This is an optimization exercise on Yosys and OpenROAD, whose aim is small area and few clock cycles, not a production implementation.
In this exercise RTL edits were held to simulation tests only and were not proved equivalent to the original.
Power and IR drop assume default switching activity.

## build 39
## ubsp_top
module ubsp_top (
  input  logic        clk,
  input  logic        rst_n,
  input  logic        in_valid,
  output logic        in_stall,
  input  logic [7:0]  in_byte,
  input  logic        in_eos,
  output logic        out_valid,
  input  logic        out_stall,
  output logic [2:0]  out_kind,
  output logic [7:0]  out_char,
  output logic [30:0] out_seq_length,
  output logic        out_qual_ok,
  output logic [3:0]  out_error_code,
  output logic        out_last
);
  unaligned_bam_stream_parser u_parser (
    .clk            (clk),
    .rst_n          (rst_n),
    .in_valid       (in_valid),
    .in_stall       (in_stall),
    .in_byte        (in_byte),
    .in_eos         (in_eos),
    .out_valid      (out_valid),
    .out_stall      (out_stall),
    .out_kind       (out_kind),
    .out_char       (out_char),
    .out_seq_length (out_seq_length),
    .out_qual_ok    (out_qual_ok),
    .out_error_code (out_error_code),
    .out_last       (out_last)
  );
endmodule
Size in the first run: about 120 flip-flops, roughly 63 I/O pins, ~8600 µm² of cells after synthesis.
export LEC_CHECK = 0
export CAP_MARGIN = 20
export CORE_MARGIN = 2
export CORE_UTILIZATION = 60
export PLACE_DENSITY = 0.7
export SLEW_MARGIN = 20
create_clock -name core_clock -period 8.0 [get_ports {clk}]
standard.sh (not shown) runs the stock make flow with config.mk's settings and CLKGATE_MAP_FILE= SYNTH_SCRIPT=/design/flow/synth_recipe.tcl, a recipe that flattens the netlist after the stock synthesis.
==> flow/flow/run.sh <==
#!/bin/bash
# The standard layout (standard.sh), with three changes:
#  - synthesis maps the combinational logic with an area-oriented ABC script
#    (flow/abc.script in place of ORFS's abc_speed.script); the synthesis
#    script, registers and everything after synthesis are ORFS's own;
#  - the port buffers that placement puts on every input and output are
#    sky130_fd_sc_hd__buf_1;
#  - clock tree synthesis uses clkbuf_8 and no dummy loads.
# Each tool's output is in the logs under orfs/logs; make's own output is in
# standard_flow.log.
set -euo pipefail
here=$(pwd)
rm -rf "$here/scripts_abc"
cp -r "$FLOW_HOME/scripts" "$here/scripts_abc"
cp "$here/flow/abc.script" "$here/scripts_abc/abc_speed.script"
bash "$here/standard.sh" SCRIPTS_DIR="$here/scripts_abc" \
  "BUFFER_PORTS_ARGS=-buffer_cell sky130_fd_sc_hd__buf_1" \
  "CTS_ARGS=-sink_clustering_enable -repair_clock_nets -buf_list sky130_fd_sc_hd__clkbuf_8 -dont_use_dummy_load" \
  finish > "$here/standard_flow.log" 2>&1
==> flow/flow/abc.script <==
strash
ifraig
scorr
dc2
strash
&get -n
&deepsyn -T 60
&put
strash
&get -n
&dch -f
&nf -R 1000
&put
Build 39 went all the way through the flow, and no timing, DRC or antenna check failed.
Testbench counts of build 39, summed over its fixed seeds: cycles 365,892.
For build 27, these inputs were changed with respect to build 39:
- CORE_UTILIZATION changed from 60 to 50
- PLACE_DENSITY changed from 0.7 to 0.65
-- flow/flow/abc.script --
<<< build 39, line 6
&get -n
&deepsyn -T 60
&put
>>> build 27, line 6
&get -n
&deepsyn -T 150
&put
--- outcome ---
- From build 39 to build 27 the numbers moved as follows: final global-route overflow total has remained practically unchanged, wire length the detailed router placed on met1 shows an increase of 12%, floorplan die height +about 9%, number of non-clock buffers in the layout increased 5.
- Re cell depth of the worst min-delay path: no difference whatsoever between build 39 and build 27.
- Detailed route, build 27 vs build 39: via total lower for build 27
- Between build 27 and build 39, the part of the total power dissipated in combinational logic is lower for build 27.
- Diff build 39 -> build 27 | post-synthesis compound-gate area fraction | increase of 0.45 points
## Diff of input files: build 88 against build 27
- PLACE_DENSITY now 0.7, was 0.65
- CORE_UTILIZATION now 60, was 50
[summary]
Diff build 27..build 88 | cell-internal power | negligible
Build 88 against build 27: synthesis-to-finish area growth lower; relative max-transition margin lower; XOR/XNOR share of the synthesized area roughly the same; total power of the final layout lower.
Relative to build 27, the register-to-register slack of build 88 is lower by 0.09 ns.
## Diff of input files: build 52 against build 88
- CORE_UTILIZATION now 50, was 60
- PLACE_DENSITY now 0.65, was 0.7
-- flow/flow/abc.script --
<<< build 88, line 6
&get -n
&deepsyn -T 150
&put
>>> build 52, line 6
&get -n
&deepsyn -T 60
&put
==> comparison <==
- Compared with build 88, in build 52 clock network area share held; via count level; placed instance area up 1.0%.
- Relative to build 88, the height of the chip of build 52 is higher by 12 µm.
- In build 52, the clock network fraction of design power came out 1.0 points below the value in build 88.
- Summary: with build 88 as the reference, final cell count without fillers in build 52 moved up by a few percent.
- Taking build 88 as the reference, in build 52 design area went up about 1%; final routed wire length divided by cell count went up 0.52%; clock power went up about 5%.
- Diff build 88..build 52 | post-synthesis sequential element count | unchanged
Inputs modified between build 52 and build 3:
- PLACE_DENSITY now 0.7, was 0.65
- CORE_UTILIZATION now 60, was 50
-- flow/flow/abc.script --
<<< build 52, line 6
&get -n
&deepsyn -T 60
&put
>>> build 3, line 6
&get -n
&deepsyn -T 300
&put
[summary]
Compared with build 52, build 3 improves clock skew.
Going from build 52 to build 3, total power decreased by 0.50% relative to the old numbers, number of inserted filler cells in the final layout decreased by 414 relative to the old numbers, first-pass GRT wire length decreased by 8.1% relative to the old numbers.
Build 3 was carried through to the last stage, and its layout satisfied the timing, DRC and antenna checks.

## port drivers added, routing unchanged
The flow's constraints put no driver on any port. The routed layouts listed below were extracted and timed again, unchanged, in two steps.
Step 1, drivers: a clkbuf_16 drives clk and a buf_2 each remaining input, both assumed.
Step 2 times the ports against the registers' clock, not the clock port: input delays grow and output delays shrink by t, the midpoint of the rising clock arrivals with the driver on.
Slacks: ideal / step 1 / step 2; pairs: ideal / step 1.
run	t (ns)	slack for setup (ns)	worst register clock-pin slew, ns	worst data-port slew with drivers (ns)	pins driven straight from the clock port
build 39	0.493	1.174 / 1.174 / 1.131	0.08 / 0.08	0.03	1
build 27	0.483	1.162 / 1.122 / 1.489	0.08 / 0.08	0.03	1
build 88	0.486	1.106 / 1.069 / 1.396	0.08 / 0.08	0.04	1
build 52	0.491	2.405 / 2.363 / 2.296	0.09 / 0.09	0.03	1
build 3	0.498	2.050 / 2.009 / 2.186	0.07 / 0.07	0.03	1
After both steps every run listed still meets setup and hold. For build 52, which loses most, drivers alone change the setup slack by -0.042 ns; drivers and shift together by -0.109 ns.
